This is an optimization exercise on Yosys and OpenROAD, whose aim is small area, a short achievable clock period and few clock cycles, not a production implementation.
Only simulation tests tie the RTL to the original design; equivalence was not proved.
Power figures rest on the tool's default switching activity, not on a simulated workload.

==> flow/design.v <==
package row_accum_pkg;
    localparam int VAL_W      = 32;
    localparam int ROW_W      = 16;
    localparam int COL_W      = 5;
    localparam int NBANK      = 4;
    localparam int BANK_DEPTH = 8;
    localparam int BANK_W     = 2;
    localparam int SLOT_W     = 3;
    localparam int NCOL       = NBANK * BANK_DEPTH;
    typedef logic [VAL_W-1:0]  val_t;
    typedef logic [ROW_W-1:0]  row_t;
    typedef logic [COL_W-1:0]  col_t;
    typedef logic [BANK_W-1:0] bank_t;
    typedef logic [SLOT_W-1:0] slot_t;
    typedef logic [BANK_DEPTH-1:0] bitmap_t;
    typedef enum logic [1:0] {
        FILL  = 2'd0,
        START = 2'd1,
        MERGE = 2'd2
    } fill_state_t;
endpackage
module row_accum_top (
    input  logic                 clk,
    input  logic                 rst_n,
    input  logic                 in_valid,
    output logic                 in_ready,
    input  row_accum_pkg::val_t  in_val,
    input  row_accum_pkg::row_t  in_row,
    input  row_accum_pkg::col_t  in_col,
    input  logic                 in_last,
    output logic                 out_valid,
    input  logic                 out_ready,
    output row_accum_pkg::val_t  out_val,
    output row_accum_pkg::col_t  out_col,
    output logic                 out_last,
    output logic                 row_done
);
    localparam int NCOL = row_accum_pkg::NCOL;
    localparam int VW   = row_accum_pkg::VAL_W;
    localparam int NQ   = 3;    
    localparam int NSD  = 3;    
    typedef logic [NCOL-1:0]     bmap_t;
    typedef row_accum_pkg::col_t col_t;
    typedef row_accum_pkg::val_t val_t;
    val_t mem [NCOL];
    logic                first_q;
    row_accum_pkg::row_t cur_row_q;
    logic                rdy_q;
    logic                acc;
    logic                in_new;    
    logic                in_chg;    
    assign in_ready = rdy_q;
    assign acc      = in_valid && rdy_q;
    assign in_new   = first_q || (in_row != cur_row_q);
    assign in_chg   = !first_q && (in_row != cur_row_q);
    always_ff @(posedge clk or negedge rst_n) begin
        if (!rst_n) begin
            first_q <= 1'b1;
        end else if (acc) begin
            first_q <= in_last;
        end
    end
    always_ff @(posedge clk) begin
        if (acc) begin
            cur_row_q <= in_row;
        end
    end
    logic   a_v, a_last, a_new, a_chg;
    col_t   a_col;
    bmap_t  a_oh;                     
    val_t   a_val;
    logic   s_v, s_last, s_new, s_chg;
    col_t   s_col;
    val_t   s_val;
    logic   b_v, b_last;
    col_t   b_col;
    bmap_t  b_oh;                     
    val_t   b_val, b_op, sum;
    bmap_t  bm_open;                  
    bmap_t  q [NQ];                   
    logic [NQ-1:0] qv;                
    logic [NQ-1:0] sg;                
    logic   qsp1_q, qsp2_q;           
    bmap_t  ml;                       
    logic [NSD-1:0] sd_v;
    col_t   sd_col [NSD];
    val_t   sd_val [NSD];
    logic [1:0] ecnt;
    col_t   e0_col, e1_col;
    bmap_t  e0_oh;                    
    logic   e0_last, e1_last;
    logic   e_load;
    bmap_t  dec_a, dec_e;
    val_t   rd_a, rd_e;
    bmap_t  dec_in, dec_s, dec_e1;
    always_comb begin
        dec_in = '0;
        dec_s  = '0;
        dec_e1 = '0;
        dec_in[in_col] = 1'b1;
        dec_s[s_col]   = 1'b1;
        dec_e1[e1_col] = 1'b1;
    end
    assign dec_a = a_oh;
    assign dec_e = e0_oh;
    always_comb begin
        rd_a = '0;
        rd_e = '0;
        for (int i = 0; i < NCOL; i++) begin
            rd_a = rd_a | (mem[i] & {VW{dec_a[i]}});
            rd_e = rd_e | (mem[i] & {VW{dec_e[i]}});
        end
    end
    logic           sd_has_a, sd_any_free, lock_a, move_a;
    logic [NSD-1:0] sd_alloc;
    bmap_t          b_bit, push_bits;
    logic           b_hit, fwd_a, closing_a, push_now, stall_a, adv_a, a_free;
    always_comb begin
        sd_has_a    = 1'b0;
        sd_any_free = 1'b0;
        sd_alloc    = '0;
        for (int k = 0; k < NSD; k++) begin
            if (sd_v[k] && (sd_col[k] == a_col)) sd_has_a = 1'b1;
            if (!sd_v[k] && !sd_any_free) sd_alloc[k] = 1'b1;
            if (!sd_v[k]) sd_any_free = 1'b1;
        end
    end
    always_comb begin
        b_bit = b_v ? b_oh : '0;
    end
    assign push_bits = bm_open | b_bit;
    assign b_hit     = b_v && (b_col == a_col);
    assign fwd_a     = !a_new && b_hit;
    assign closing_a = a_v && a_chg && qsp1_q;
    assign push_now  = closing_a || (b_v && b_last);
    assign lock_a    = (|(ml & a_oh)) || (push_now && ((|(bm_open & a_oh)) || b_hit));
    assign stall_a   = (lock_a && !(sd_any_free && !sd_has_a)) ||
                       (a_chg && !qsp1_q) ||
                       (a_last && (push_now ? !qsp2_q : !qsp1_q));
    assign adv_a     = a_v && !stall_a;
    assign a_free    = !a_v || adv_a;
    assign move_a    = adv_a && lock_a;
    always_ff @(posedge clk or negedge rst_n) begin
        if (!rst_n) begin
            a_v   <= 1'b0;
            s_v   <= 1'b0;
            rdy_q <= 1'b1;
        end else begin
            if (a_free) begin
                a_v   <= s_v || acc;
                s_v   <= s_v && acc;
                rdy_q <= !(s_v && acc);
            end else begin
                s_v   <= s_v || acc;
                rdy_q <= !(s_v || acc);
            end
        end
    end
    always_ff @(posedge clk) begin
        if (a_free) begin
            if (s_v) begin
                a_col <= s_col; a_oh <= dec_s; a_val <= s_val; a_last <= s_last;
                a_new <= s_new; a_chg <= s_chg;
            end else begin
                a_col <= in_col; a_oh <= dec_in; a_val <= in_val; a_last <= in_last;
                a_new <= in_new; a_chg <= in_chg;
            end
        end else if (closing_a) begin
            a_chg <= 1'b0;
        end
        if (a_free ? s_v : !s_v) begin
            s_col <= in_col; s_val <= in_val; s_last <= in_last;
            s_new <= in_new; s_chg <= in_chg;
        end
    end
    always_ff @(posedge clk or negedge rst_n) begin
        if (!rst_n) begin
            b_v <= 1'b0;
        end else begin
            b_v <= adv_a;
        end
    end
    always_ff @(posedge clk) begin
        b_col  <= a_col;
        b_oh   <= a_oh;
        b_val  <= a_val;
        b_last <= a_last;
        if (fwd_a) begin
            b_op <= sum;
        end else if (!a_new && (|(bm_open & a_oh))) begin
            b_op <= rd_a;
        end else begin
            b_op <= '0;
        end
    end
    assign sum = b_op + b_val;
    always_ff @(posedge clk) begin
        for (int i = 0; i < NCOL; i++) begin
            if (b_bit[i]) mem[i] <= sum;
        end
    end
    always_ff @(posedge clk or negedge rst_n) begin
        if (!rst_n) begin
            bm_open <= '0;
        end else if (push_now) begin
            bm_open <= '0;
        end else begin
            bm_open <= push_bits;
        end
    end
    bmap_t  q0_low, q0_rest, q0_below;
    logic   pick, pop;
    col_t   q0_col;
    bmap_t  pf [6];
    always_comb begin
        pf[0] = q[0];
        for (int k = 1; k < 6; k++) begin
            for (int i = 0; i < NCOL; i++) begin
                pf[k][i] = pf[k-1][i] | ((i >= (1 << (k - 1))) ? pf[k-1][(i >= (1 << (k - 1))) ? i - (1 << (k - 1)) : 0] : 1'b0);
            end
        end
        q0_below = {pf[5][NCOL-2:0], 1'b0};
    end
    assign q0_low   = q[0] & ~q0_below;
    assign q0_rest  = q[0] & q0_below;
    logic [NCOL-1:0] c1 [6], c2 [6], c3 [6];
    logic            q0_two;
    always_comb begin
        c1[0] = q[0];
        c2[0] = '0;
        c3[0] = '0;
        for (int k = 1; k < 6; k++) begin
            c1[k] = '0;
            c2[k] = '0;
            c3[k] = '0;
            for (int i = 0; i < (NCOL >> k); i++) begin
                c1[k][i] = c1[k-1][2*i] | c1[k-1][2*i+1];
                c2[k][i] = c2[k-1][2*i] | c2[k-1][2*i+1] | (c1[k-1][2*i] & c1[k-1][2*i+1]);
                c3[k][i] = c3[k-1][2*i] | c3[k-1][2*i+1] |
                           (c2[k-1][2*i] & c1[k-1][2*i+1]) | (c1[k-1][2*i] & c2[k-1][2*i+1]);
            end
        end
        q0_two = c2[5][0] && !c3[5][0];
    end
    logic [NCOL-1:0] p1 [6], p2 [6];
    logic            pb_one;
    always_comb begin
        p1[0] = push_bits;
        p2[0] = '0;
        for (int k = 1; k < 6; k++) begin
            p1[k] = '0;
            p2[k] = '0;
            for (int i = 0; i < (NCOL >> k); i++) begin
                p1[k][i] = p1[k-1][2*i] | p1[k-1][2*i+1];
                p2[k][i] = p2[k-1][2*i] | p2[k-1][2*i+1] | (p1[k-1][2*i] & p1[k-1][2*i+1]);
            end
        end
        pb_one = p1[5][0] && !p2[5][0];
    end
    always_comb begin
        q0_col = '0;
        for (int i = 0; i < NCOL; i++) begin
            if (q0_low[i]) q0_col = q0_col | col_t'(i);
        end
    end
    assign pick = qv[0] && (ecnt != 2'd2);
    assign pop  = pick && sg[0];
    bmap_t         qs [NQ];
    logic [NQ-1:0] qvs, sgs;
    logic          pushed;
    always_comb begin
        for (int i = 0; i < NQ; i++) begin
            if (pop) begin
                qs[i]  = (i < NQ - 1) ? q[(i < NQ - 1) ? i + 1 : i] : '0;
                qvs[i] = (i < NQ - 1) ? qv[(i < NQ - 1) ? i + 1 : i] : 1'b0;
                sgs[i] = (i < NQ - 1) ? sg[(i < NQ - 1) ? i + 1 : i] : 1'b0;
            end else if (pick && i == 0) begin
                qs[i]  = q0_rest;
                qvs[i] = qv[i];
                sgs[i] = q0_two;
            end else begin
                qs[i]  = q[i];
                qvs[i] = qv[i];
                sgs[i] = sg[i];
            end
        end
        pushed = 1'b0;
        for (int i = 0; i < NQ; i++) begin
            if (push_now && !pushed && !qvs[i]) begin
                qs[i]  = push_bits;
                qvs[i] = 1'b1;
                sgs[i] = pb_one;
                pushed = 1'b1;
            end
        end
    end
    always_ff @(posedge clk or negedge rst_n) begin
        if (!rst_n) begin
            qv <= '0;
            sg <= '0;
        end else begin
            qv <= qvs;
            sg <= sgs;
        end
    end
    always_ff @(posedge clk) begin
        for (int i = 0; i < NQ; i++) q[i] <= qs[i];
    end
    assign qsp1_q = !qv[NQ-1];
    assign qsp2_q = !qv[NQ-2];
    assign e_load = (ecnt != 2'd0) && (!out_valid || out_ready);
    always_ff @(posedge clk or negedge rst_n) begin
        if (!rst_n) begin
            ecnt <= '0;
        end else begin
            ecnt <= ecnt + 2'(pick) - 2'(e_load);
        end
    end
    always_ff @(posedge clk) begin
        if (e_load ? (ecnt == 2'd2) : (pick && ecnt == 2'd0)) begin
            e0_col  <= (ecnt == 2'd2) ? e1_col : q0_col;
            e0_oh   <= (ecnt == 2'd2) ? dec_e1 : q0_low;
            e0_last <= (ecnt == 2'd2) ? e1_last : pop;
        end else if (e_load && pick) begin
            e0_col  <= q0_col;
            e0_oh   <= q0_low;
            e0_last <= pop;
        end
        if (pick) begin
            e1_col  <= q0_col;
            e1_last <= pop;
        end
    end
    logic [NSD-1:0] sd_hit_e;
    logic           sd_any_hit_e;
    val_t           sd_val_e;
    always_comb begin
        sd_hit_e     = '0;
        sd_any_hit_e = 1'b0;
        sd_val_e     = '0;
        for (int k = 0; k < NSD; k++) begin
            if (sd_v[k] && (sd_col[k] == e0_col)) begin
                sd_hit_e[k]  = 1'b1;
                sd_any_hit_e = 1'b1;
                sd_val_e     = sd_val_e | sd_val[k];
            end
        end
    end
    always_ff @(posedge clk or negedge rst_n) begin
        if (!rst_n) begin
            out_valid <= 1'b0;
            row_done  <= 1'b0;
        end else begin
            if (e_load) out_valid <= 1'b1;
            else if (out_ready) out_valid <= 1'b0;
            row_done <= out_valid && out_ready && out_last;
        end
    end
    always_ff @(posedge clk) begin
        if (e_load) begin
            out_col  <= e0_col;
            out_val  <= sd_any_hit_e ? sd_val_e : rd_e;
            out_last <= e0_last;
        end
    end
    bmap_t ml_next;
    always_comb begin
        ml_next = ml;
        if (push_now) ml_next = ml_next | push_bits;
        if (e_load && !sd_any_hit_e) ml_next[e0_col] = 1'b0;
        if (move_a) ml_next[a_col] = 1'b0;
    end
    always_ff @(posedge clk or negedge rst_n) begin
        if (!rst_n) begin
            sd_v <= '0;
            ml   <= '0;
        end else begin
            for (int k = 0; k < NSD; k++) begin
                if (e_load && sd_hit_e[k]) sd_v[k] <= 1'b0;
                if (move_a && sd_alloc[k] && !(e_load && (e0_col == a_col)))
                    sd_v[k] <= 1'b1;
            end
            ml <= ml_next;
        end
    end
    always_ff @(posedge clk) begin
        for (int k = 0; k < NSD; k++) begin
            if (move_a && sd_alloc[k]) begin
                sd_col[k] <= a_col;
                sd_val[k] <= b_hit ? sum : rd_a;
            end
        end
    end
endmodule
==> flow/flow/run.sh <==
#!/bin/bash
set -euo pipefail
bash standard.sh SETUP_SLACK_MARGIN=6.7 finish > make_finish.log 2>&1
==> flow/standard.sh <==
#!/bin/bash
# synth_recipe.tcl (not shown) runs the flow's synth.tcl, then flattens the netlist and writes it again
# the make line also repeats each setting of config.mk as NAME=value (left out here)
make -C /OpenROAD-flow-scripts/flow DESIGN_CONFIG=/design/flow/config.mk WORK_HOME=/design/flow/orfs CLKGATE_MAP_FILE= SYNTH_SCRIPT=/design/flow/synth_recipe.tcl "${@:-finish}"
==> flow/config.mk <==
export PLATFORM = sky130hd
export DESIGN_NAME = row_accum_top
export DESIGN_NICKNAME = row_accum_top
export VERILOG_FILES = /design/flow/design.v
export SDC_FILE = /design/flow/constraint.sdc
export NUM_CORES = 4
export LEC_CHECK = 0
export ABC_CLOCK_PERIOD_IN_PS = 3500
export CAP_MARGIN = 20
export CELL_PAD_IN_SITES_DETAIL_PLACEMENT = 1
export CELL_PAD_IN_SITES_GLOBAL_PLACEMENT = 2
export CORE_MARGIN = 2
export CORE_UTILIZATION = 45
export CTS_CLUSTER_DIAMETER = 80
export CTS_CLUSTER_SIZE = 22
export PLACE_DENSITY = 0.55
export SETUP_SLACK_MARGIN = 5
export SLEW_MARGIN = 20
==> flow/constraint.sdc <==
create_clock -name core_clock -period 10.0 [get_ports {clk}]
set_input_delay 2.0000 -clock core_clock [delete_from_list [all_inputs] [get_ports {clk}]]
set_output_delay 2.0000 -clock core_clock [all_outputs]
set_load 0.01 [all_outputs]
==> results of run 1 <==
==> power by group through the flow <==
stage / combinational (mW) / clock (mW) / sequential, mW
2_1_floorplan: 5.47 / 0 / 10.6
3_3_place_gp: 10.7 / 0 / 11.1
3_5_place_dp: 10.8 / 0 / 11.1
4_1_cts: 11.4 / 4.74 / 11.0
5_1_grt: 12.3 / 4.96 / 11.1
6_report: 12.4 / 4.73 / 11.0
==> metal layers <==
| layer | vias to the layer above | part of all wire | GRT usage |
|---|---|---|---|
| met5 | - | 0.00014 | 0 |
| met4 | 6 | 0.082 | 0.266 |
| met3 | 1094 | 0.12 | 0.106 |
| met2 | 4323 | 0.43 | 0.596 |
| met1 | 27563 | 0.37 | 0.542 |
| li1 | 20229 | - | - |
==> cell usage after synthesis (7+ instances only) <==
| library cell | number | area (um2) |
|---|---|---|
| nor4_1 | 21 | 131 |
| mux2_2 | 53 | 597 |
| buf_1 | 43 | 161 |
| nand2_1 | 185 | 694 |
| o211ai_1 | 11 | 82.6 |
| nor2_1 | 309 | 1160 |
| nor3b_1 | 7 | 52.6 |
| or4_1 | 39 | 293 |
| a32o_1 | 15 | 150 |
| dfrtp_1 | 80 | 2000 |
| xor2_1 | 40 | 350 |
| a22oi_1 | 678 | 5090 |
| maj3_1 | 10 | 100 |
| nand3_1 | 107 | 536 |
| and2_1 | 39 | 244 |
| inv_1 | 46 | 173 |
| ha_1 | 45 | 563 |
| xnor2_1 | 64 | 561 |
| or3_1 | 13 | 81.3 |
| a211oi_1 | 24 | 180 |
| nand2b_1 | 14 | 87.6 |
| a222oi_1 | 32 | 320 |
| nor2b_1 | 11 | 68.8 |
| nand4_1 | 192 | 1200 |
| o22ai_1 | 38 | 238 |
| a21o_1 | 7 | 52.6 |
| nor3_1 | 72 | 360 |
| a221oi_1 | 199 | 1740 |
| dfxtp_1 | 102 | 2040 |
| mux2i_1 | 36 | 360 |
| buf_2 | 13 | 65.1 |
| o21ai_0 | 112 | 561 |
| clkbuf_1 | 288 | 1080 |
| edfxtp_1 | 1441 | 43300 |
| a31oi_1 | 13 | 81.3 |
| a22o_1 | 221 | 1940 |
| o31ai_1 | 9 | 67.6 |
| o22a_1 | 7 | 61.3 |
| a21oi_1 | 129 | 646 |
| and3_1 | 24 | 150 |
==> metrics by stage <==
step	util	hold slack, ps
2_1_floorplan	-	323
3_3_place_gp	0.479	327
3_5_place_dp	0.479	328
4_1_cts	0.506	336
5_1_grt	0.511	338
6_report	0.511	324
==> logic make-up (layout without fill, tap and decap cells) <==
logic type	Yosys count	after routing
other	0	13
flip-flops	1625	1625
XOR/XNOR	104	104
buffers and inverters	397	599
multiplexers	90	90
adder cells (fa/ha/maj)	56	56
AND/OR/NAND/NOR	1060	1066
AO/OA/AOI/OAI	1542	1543
==> timing repair <==
item / in CTS / in global routing
resized for setup: 274 / 98
gates cloned: 13 / 6
setup endpoints to repair: 954 / 469
endpoints found under the hold margin: 0 / 0
pin swaps: 14 / 17
setup buffers: 27 / 27
==> registers in the layout (all words and copies together) (netlist names), 15 cells and up <==
signal and flops:
b_op 32, a_val 32, b_oh 32, sd_col 15, mem 1024, sd_val 96, a_oh 32, out_val 32
e0_oh 32, s_val 32, cur_row_q 16, bm_open 32, b_val 32, q 96, ml 32
==> worst paths after layout <==
kind / from / to
hold reg to reg: a_val[2] / b_val[2]
setup reg to reg: e0_oh[24] / out_val[22]
hold / removal: a_val[2] / b_val[2]
setup / recovery: out_last / out_last
max in group asynchronous: rst_n / row_done
min in group asynchronous: rst_n / sd_v[2]
==> worst reg2reg max path, delay by kind of cell (launching register included) <==
kind / cells / cell delay [ps]
mux: 1 / 350
compound gates: 2 / 570
flops: 1 / 750
buf+inv: 1 / 570
simple gates: 2 / 830
==> layout make-up <==
class / instances / area (um2) / area share
Timing Repair inverter: 2 / 15.0 / 0.000194
Sequential cell: 1625 / 47400 / 0.612
Tap cell: 2030 / 2540 / 0.0328
Multi-Input combinational cell: 2859 / 20600 / 0.266
Inverter: 48 / 193 / 0.00249
Clock buffer: 122 / 2720 / 0.0351
Clock inverter: 66 / 712 / 0.00919
Antenna cell: 13 / 32.5 / 0.000420
Timing Repair Buffer: 361 / 3300 / 0.0426
==> results.yml, run 1 <==
status:
  status: "complete, no violations"
placed_design:
  gp_congestion: 0.879
  place_ws_ps: 5360
  place_inst: 6852
  dpl.hpwl_um: 176000
  placed_area_um2: 72600
  io_buffers: 98
grt:
  antenna_found_initial: 8
  grt_pass1_wl_um: 436000
  grt.total_usage: 0.409
  grt_overflow: 0
  grt_max_degree: 68
  grt_pass1_vias: 51331
power_and_ir_drop:
  total_power_mw: 28.1
  power_frac_comb: 0.441
  p_switching_mw: 12.9
  vdd_drop_max_mv: 0.244
  intPower_mw: 15.3
  pwr-share-clk: 0.168
  p_per_area_nw_per_um2: 363
  power.share.sequential: 0.391
  leakage_nw: 25.5
  switching_share: 0.458
clock_network:
  clkTransAtPathRegs_ps: 100
  worst_skew_pair.late_latency_ps: 800
  h-tree-depth: 3
  cts.path.max_buffers: 3
  cts_hold_buffers: 0
  numCtsBuffers: 103
  cts-root-buf: "clkbuf_16"
  cts_tree: "yes"
  clock_sinks: 1625
synth:
  yosysUniqueCellTypes: 79
  ys_ff_latch: 1625
  synth_edf_count: 1441
  synth_compound_area_frac: 0.170
  syn_avg_cell_area_um2: 14.0
  async_reset_ff_frac: 0.0505
  synth_xor_xnor_area_share: 0.0133
  synthAdderAreaFrac: 0.00998
  synth-seq-area-share: 0.692
  synth.mux.area_fraction: 0.0142
  syn-cell-area_um2: 68400
  postSynthCellCount: 4874
  syn_nets: 4978
  ys.warnings.count: 12
  synth_top_family_by_area: "compound AO/OA/AOI/OAI gates"
  yosys.area_share.simple: 0.0782
  synthFlopType: "edfxtp_1"
route:
  drt-pass1-iter-count: 8
  drt_iter0_markers: 8598
  postRouteAntennaNets: 0
  vias_per_cell: 7.47
  route.vias.total: 53215
  wl_um: 327000
  drc: 0
  routedWlPerCell_um: 45.9
setup_path:
  arrival_ps: 1490
  cp-end-kind: "output pin"
  r2r_slack_ps: 6610
  worst-path-max-fanout: 2
  critPathTopFamily: "flip-flops"
  start_kind: "flip-flop"
  worst_ep_required_time_ps: 8000
  crit_cells: 1
  reg2reg_depth: 6
  crit_slowest_cell: "edfxtp_1"
  path_class: "flip-flop to output pin"
  crit_path_max_incr_delay_ps: 530
  crit_chain: "buf_2"
  path_buf_inv: 1
sta:
  setup_violations: 0
  tightestPinTransition_ps: 1240
  rsz0062_at_grt: "yes"
  relSlewSlack: 0.167
  min_period_over_period: 0.349
  slew_viol_final: 0
  hold_viol: 0
  worst_slack_ps: 6510
  tns_ps: 0
  post-route-min-period_ps: 3490
  skew_ps: 48.2
  timing.fmax_ghz: 0.287
worst_hold_path:
  hold_path_depth: 0
  hold_class: "flip-flop to flip-flop"
flow_run:
  cap_violations: 0
final_layout:
  finish.instance_area_um2: 77500
  layout_commonest_cell: "edfxtp_1"
  final_cells: 7126
  nets: 5104
  mostFrequentLayoutCells: "1,441 x edfxtp_1, 670 x a22oi_1, 298 x nor2_1"
  area_growth_pct: 13.2
  fillers: 14714
  drive_above_1_share: 0.146
floorplan:
  die_w_um: 394
  io_pins: 99
  rows: 143
  core_um2: 152000
  die_h_um: 394
  die_area_um2: 155000
  start_util: 0.452
Testbench counts, summed over its fixed seeds: cycles 12,303.
==> run 2, diff against run 1 <==
--- a/flow/design.v
+++ b/flow/design.v
@@ -46,10 +46,10 @@
     logic                first_q;
     row_accum_pkg::row_t cur_row_q;
-    logic                rdy_q;
+    logic                busy_q;    
     logic                acc;
     logic                in_new;    
     logic                in_chg;    
-    assign in_ready = rdy_q;
-    assign acc      = in_valid && rdy_q;
+    assign in_ready = !busy_q;
+    assign acc      = in_valid && !busy_q;
     assign in_new   = first_q || (in_row != cur_row_q);
     assign in_chg   = !first_q && (in_row != cur_row_q);
@@ -145,13 +145,13 @@
             a_v   <= 1'b0;
             s_v   <= 1'b0;
-            rdy_q <= 1'b1;
+            busy_q <= 1'b0;
         end else begin
             if (a_free) begin
                 a_v   <= s_v || acc;
                 s_v   <= s_v && acc;
-                rdy_q <= !(s_v && acc);
+                busy_q <= s_v && acc;
             end else begin
                 s_v   <= s_v || acc;
-                rdy_q <= !(s_v || acc);
+                busy_q <= s_v || acc;
             end
         end
==> flow/flow/run.sh (replaced) <==
#!/bin/bash
set -euo pipefail
bash standard.sh SETUP_SLACK_MARGIN=6.4 finish > make_finish.log 2>&1
==> run 2 against run 1 <==
Compared with the run above:
- synthesized cell count grew 0.14%
- largest cell class unchanged
- highest routed layer unchanged
- still clean
- first-iteration DRC count shrank 2.3%
- fmax shrank 6.5%
- register-to-register slack lost 340 ps
- die area is essentially flat
- total power shrank 9.4%
==> results.yml, run 2 <==
status:
  status: "complete, no violations"
sta:
  post-route-min-period_ps: 3730
  setup_violations: 0
  whs_ps: 347
  worst_slack_ps: 6270
  tns_ps: 0
  relSlewSlack: 0.187
  rsz0062_at_grt: "no"
  hold_viol: 0
  skew_ps: 31.0
  tightestPinTransition_ps: 1220
  timing.fmax_ghz: 0.268
  slew_viol_final: 0
  min_period_over_period: 0.373
clock_network:
  numCtsBuffers: 103
  cts.path.max_buffers: 3
  clock_sinks: 1624
  worst_skew_pair.late_latency_ps: 780
  h-tree-depth: 3
  cts_tree: "yes"
  cts-root-buf: "clkbuf_16"
  cts_hold_buffers: 0
  clkTransAtPathRegs_ps: 90
grt:
  grt_max_degree: 68
  antenna_found_initial: 6
  grt_overflow: 0
  grt_pass1_wl_um: 440000
  grt.total_usage: 0.412
  grt_pass1_vias: 52037
final_layout:
  nets: 5096
  largest_reg_flops: 1024
  layout.area.seq_um2: 47300
  area_growth_pct: 12.6
  postLayoutCoreUtil: 0.509
  multiInputGateArea_um2: 20400
  layout_commonest_cell: "edfxtp_1"
  fillers: 14721
  largest_register: "mem"
  top_regs: "mem (1024), q (96), sd_val (96)"
  drive_above_1_share: 0.125
  mostFrequentLayoutCells: "1,441 x edfxtp_1, 668 x a22oi_1, 316 x nor2_1"
placed_design:
  io_buffers: 98
  dpl.hpwl_um: 179000
  place_ws_ps: 5020
  gp_congestion: 0.882
synth:
  yosysTopAreaCell: "edfxtp_1"
  yosysUniqueCellTypes: 78
  synthFlopType: "edfxtp_1"
  syn-cell-area_um2: 68400
  postSynthCellCount: 4881
  synth-seq-area-share: 0.692
  syn_nets: 4985
  syn_avg_cell_area_um2: 14.0
  ys_ff_latch: 1624
  ys.warnings.count: 12
  synth.most_common_cell: "edfxtp_1"
  async_reset_ff_frac: 0.0499
  synth_edf_count: 1441
  synthTopCellsByCount: "1,441 x edfxtp_1, 673 x a22oi_1, 331 x nor2_1, 299 x clkbuf_1, 230 x a221oi_1"
  synth.top_cell.area_share: 0.632
  synthTopCellsByArea: "edfxtp_1 63%, a22oi_1 7.4%, dfxtp_1 3.0%"
setup_path:
  crit_path_max_incr_delay_ps: 940
  path_buf_inv: 1
  path_class: "flip-flop to flip-flop"
  cp-startpoint: "e0_oh[0]"
  cp-end-kind: "flip-flop"
  arrival_ps: 4150
  crit_slowest_cell: "nor3_1"
  worst-path-max-fanout: 25
  reg2reg_depth: 5
  r2r_end: "out_val[18]"
  start_kind: "flip-flop"
  worst_ep_required_time_ps: 10410
  critPathTopFamily: "simple AND/OR/NAND/NOR gates"
  crit_chain: "buf_4 -> a221oi_1 -> nand4_1 -> nor3_1 -> mux2i_1"
  r2r_slack_ps: 6270
  rr_startpoint: "e0_oh[0]"
route:
  drc: 0
  wl_um: 327000
  routedWlPerCell_um: 46.0
  postRouteAntennaNets: 0
  drt-pass1-iter-count: 9
  vias_per_cell: 7.42
  drt_iter0_markers: 8399
  route.vias.total: 52739
floorplan:
  start_util: 0.452
  die_h_um: 394
  die_w_um: 394
  io_pins: 99
  die_area_um2: 155000
  rows: 143
  core_um2: 151000
power_and_ir_drop:
  vdd_drop_max_mv: 0.177
  p_per_area_nw_per_um2: 331
  leakage_nw: 25.2
worst_hold_path:
  hold_class: "flip-flop to flip-flop"
  hold_start: "a_val[3]"
  holdPathEnd: "b_val[3]"
  hold_path_depth: 0
flow_run:
  cap_violations: 0
[run 2: layer usage]
| layer | vias to the layer above | track usage | share of wire |
|---|---|---|---|
| met3 | 1150 | 0.102 | 0.12 |
| met5 | - | 0 | 0.000067 |
| met1 | 27118 | 0.532 | 0.36 |
| met4 | 4 | 0.275 | 0.088 |
| li1 | 20189 | - | - |
| met2 | 4278 | 0.617 | 0.43 |
[run 2: worst max-delay path by stage]
stage | to | slack, ps | depth (start not counted)
final | out_val[18] | 6270 | 5
after global routing | s_val[21] | 6380 | 12
after CTS | ml[29] | 6380 | 7
after detailed placement | a_val[17] | 5020 | 10
after global placement | a_val[17] | 5110 | 10
after floorplan | sd_col[1][0] | 6240 | 9
[run 2: area by class of cell]
type,instances,area share
flip-flops and latches,1624,0.615
multi-input cells,2857,0.264
repair buffers,349,0.0405
clock buffers,126,0.0355
well taps,2030,0.0330
clock inverters,59,0.00884
inverters,52,0.00278
repair inverters,5,0.000487
diodes,3,0.0000975
[run 2: metrics by stage]
| stage | instance area [um2] | instances | total power, mW |
|---|---|---|---|
| after global placement | 72600 | 6860 | 19.8 |
| after global routing | 77000 | 7102 | 25.8 |
| final | 77000 | 7105 | 25.5 |
| after detailed placement | 72600 | 6862 | 19.9 |
| after CTS | 76700 | 7081 | 24.8 |
| after floorplan | 68500 | 4881 | 14.8 |
[run 2: cell families after synthesis]
family / after synthesis / synth area share
AND/OR/NAND/NOR: 1080 / 0.0785
buffers and inverters: 404 / 0.0224
AO/OA/AOI/OAI: 1525 / 0.170
flip-flops: 1624 / 0.692
adder cells (fa/ha/maj): 53 / 0.00955
XOR/XNOR: 106 / 0.0136
multiplexers: 89 / 0.0140
[run 2: timing repair]
action / in CTS / in global routing
setup buffers: 22 / 17
resized for setup: 111 / 39
pin swaps: 11 / 5
setup endpoints to repair: 629 / 500
gates cloned: 12 / 3
[run 2: report_power, final]
group	switching [mW]	total, mW	internal (mW)
Clock	2.56	4.71	2.15
Sequential	1.02	10.5	9.45
Combinational	7.68	10.3	2.64
Total	11.3	25.5	14.2
[run 2: worst register-to-register path, stage by stage (launching register included)]
cell and delay (ps):
edfxtp_1 780, buf_4 590, a221oi_1 570, nand4_1 160
nor3_1 940, mux2i_1 350
Testbench counts of run 2, summed over its fixed seeds: cycles 12,303.
==> run 3, diff against run 2 <==
==> flow/flow/run.sh (replaced) <==
#!/bin/bash
set -euo pipefail
bash standard.sh SETUP_SLACK_MARGIN=6.5 finish > make_finish.log 2>&1
==> run 3 against run 2 <==
Compared with the run above:
- still clean on timing, DRC and antenna
- routed wire length fell by 0.44%
- count of clock-buffer cells in the layout fell by 6
- sequential share of layout area barely moved
- non-clock buffer count fell by 1
- total power barely moved
- combinational power barely moved
- via count barely moved
- largest power group unchanged
- clock power fell by 1%
- register-to-register slack improved by 90 ps
==> results.yml, run 3 <==
grt:
  use_met1: 0.548
  use_met2: 0.601
  grt.total_usage: 0.411
  antenna_found_initial: 13
  grt_max_degree: 68
  grt_pass1_wl_um: 439000
  use_met3: 0.0990
  gr-max-usage-layer: "met2"
  grt_overflow: 0
  grt_pass1_vias: 51900
synth:
  syn_avg_cell_area_um2: 14.0
  postSynthCellCount: 4881
  synth-seq-area-share: 0.692
  synthFlopType: "edfxtp_1"
  synth.top_cell.area_share: 0.632
  synth.most_common_cell: "edfxtp_1"
  syn_nets: 4985
  synthTopCellsByCount: "1,441 x edfxtp_1, 673 x a22oi_1, 331 x nor2_1, 299 x clkbuf_1, 230 x a221oi_1"
  synthTopCellsByArea: "edfxtp_1 63%, a22oi_1 7.4%, dfxtp_1 3.0%"
  synth.mux.area_fraction: 0.0140
  synth_xor_xnor_area_share: 0.0136
  synth_top_family_by_area: "compound AO/OA/AOI/OAI gates"
  async_reset_ff_frac: 0.0499
  synth_compound_area_frac: 0.170
  ys.warnings.count: 12
  yosys.area_share.simple: 0.0785
  syn-cell-area_um2: 68400
  ys_ff_latch: 1624
  synthAdderAreaFrac: 0.00955
  yosysUniqueCellTypes: 78
  yosysTopAreaCell: "edfxtp_1"
  synth_edf_count: 1441
final_layout:
  top_regs: "mem (1024), q (96), sd_val (96)"
  drive_above_1_share: 0.127
  mostFrequentLayoutCells: "1,441 x edfxtp_1, 670 x a22oi_1, 317 x nor2_1"
  largest_register: "mem"
  nets: 5095
  postLayoutCoreUtil: 0.509
  fillers: 14747
  layout_commonest_cell: "edfxtp_1"
  area_growth_pct: 12.7
  largest_reg_flops: 1024
sta:
  tns_ps: 0
  relSlewSlack: 0.167
  setup_violations: 0
  tightestPinTransition_ps: 1250
  rsz0062_at_grt: "yes"
  hold_viol: 0
  timing.fmax_ghz: 0.275
  skew_ps: 39.6
  post-route-min-period_ps: 3640
  slew_viol_final: 0
  min_period_over_period: 0.364
setup_path:
  crit_end: "out_val[18]"
  reg2reg_depth: 5
  rr_startpoint: "e0_oh[0]"
  path_class: "flip-flop to flip-flop"
  arrival_ps: 4020
  start_kind: "flip-flop"
  r2r_end: "out_val[18]"
  cp-end-kind: "flip-flop"
  worst_ep_required_time_ps: 10380
  worst-path-max-fanout: 26
  r2r_slack_ps: 6360
  cp-startpoint: "e0_oh[0]"
floorplan:
  core_um2: 151000
  die_w_um: 394
  die_h_um: 394
  rows: 143
  io_pins: 99
  start_util: 0.452
  die_area_um2: 155000
route:
  drt-pass1-iter-count: 8
  postRouteAntennaNets: 0
  drt_iter0_markers: 8268
  drc: 0
  vias_per_cell: 7.41
  wl_um: 325000
  route.vias.total: 52704
  routedWlPerCell_um: 45.7
clock_network:
  numCtsBuffers: 102
  clock_sinks: 1624
  clkTransAtPathRegs_ps: 90
  cts-root-buf: "clkbuf_16"
  cts_hold_buffers: 0
  cts_tree: "yes"
  cts.path.max_buffers: 3
  worst_skew_pair.late_latency_ps: 780
  h-tree-depth: 3
power_and_ir_drop:
  vdd_drop_max_mv: 0.232
  leakage_nw: 25.2
  p_per_area_nw_per_um2: 331
flow_run:
  cap_violations: 0
worst_hold_path:
  hold_class: "flip-flop to flip-flop"
placed_design:
  gp_congestion: 0.876
  dpl.hpwl_um: 178000
  io_buffers: 98
status:
  status: "complete, no violations"
-- run 3: final cells by class --
class | count | area, um2 | area share
clock inverters | 66 | 688 | 0.00893
clock buffers | 120 | 2680 | 0.0348
well taps | 2030 | 2540 | 0.0329
repair inverters | 5 | 37.5 | 0.000487
flip-flops and latches | 1624 | 47300 | 0.614
inverters | 52 | 214 | 0.00278
diodes | 8 | 20.0 | 0.000260
multi-input cells | 2858 | 20400 | 0.265
repair buffers | 348 | 3140 | 0.0407
-- run 3: layer usage --
layer / share of wire / up-vias
met5: 0.00028 / -
met4: 0.083 / 10
met3: 0.13 / 1072
met2: 0.42 / 4318
met1: 0.37 / 27132
li1: - / 20172
-- run 3: repair_timing --
item	4_1_cts	5_1_grt
cloned	13	3
setup endpoints to repair	713	467
resized for setup	124	37
buffers inserted	30	14
pin swaps	10	6
-- run 3: cells by family (layout without fill, tap and decap cells) --
| family | Yosys count | in the layout |
|---|---|---|
| DFF | 1624 | 1624 |
| AOI/OAI and AO/OA | 1525 | 1525 |
| and+or+nand+nor | 1080 | 1082 |
| buffers and inverters | 404 | 591 |
| xor gates and xnor gates | 106 | 109 |
| muxes | 89 | 89 |
| adders and majority gates | 53 | 53 |
| other | 0 | 8 |
-- run 3: worst min path at each step --
stage / from / endpoint / cells after the start
floorplan: a_val[0] / b_val[0] / 0
global placement: a_val[22] / b_val[22] / 0
detailed placement: a_val[27] / b_val[27] / 0
CTS: a_val[7] / b_val[7] / 0
global route: a_val[27] / b_val[27] / 0
finish: a_val[27] / b_val[27] / 0
-- run 3: power breakdown --
group / switching (mW) / internal, mW / leakage [nW] / total (mW)
clock: 2.56 / 2.07 / 1.63 / 4.64
combinational: 7.77 / 2.68 / 8.88 / 10.4
sequential: 0.971 / 9.44 / 14.7 / 10.4
total: 11.3 / 14.2 / 25.2 / 25.5
-- run 3: worst max-delay path, cell delays in order (launching register included) --
cell and delay [ps]:
edfxtp_1 770, buf_4 540, a221oi_1 490, nand4_1 150, nor3_1 770, mux2i_1 510
-- run 3: per-stage QoR --
step | area, um2 | power (mW) | cells | hold WS (ps) | worst slack [ps]
CTS | 76700 | 24.8 | 7086 | 346 | 6450
global placement | 72600 | 19.8 | 6856 | 326 | 4980
floorplan | 68500 | 14.8 | 4881 | 323 | 6240
detailed placement | 72600 | 19.9 | 6857 | 330 | 5050
finish | 77100 | 25.5 | 7111 | 347 | 6360
global route | 77100 | 25.8 | 7103 | 357 | 6450

==> port drivers added, routing unchanged <==
Ports are ideal in the flow. The routed layouts listed here were re-timed in OpenROAD.
Step 1, drivers: a clkbuf_16 drives clk and a buf_2 each remaining input, both assumed.
Step 2 moves the port delays by t, midway between the first and last clock arrival at a register: inputs arrive t later, outputs are due t later. That takes back most of the time a late clock gives input paths.
Three values: no drivers, after step 1, after step 2; two values: the first two.
| run | t (ns) | setup WS [ns] | worst setup path at the end | clock arrival spread, ns | pins driven straight from the clock port |
|---|---|---|---|---|---|
| run 1 | 0.851 | 6.511 / 6.431 / 5.977 | input to register | 0.055 / 0.056 | 1 |
| run 2 | 0.846 | 6.267 / 6.267 / 5.665 | input to register | 0.036 / 0.036 | 1 |
| run 3 | 0.851 | 6.358 / 6.358 / 5.817 | input to register | 0.051 / 0.051 | 1 |
After both steps every run listed still meets setup and hold. For run 2, which loses most, drivers alone change the setup slack by 0.000 ns; drivers and shift together by -0.602 ns.
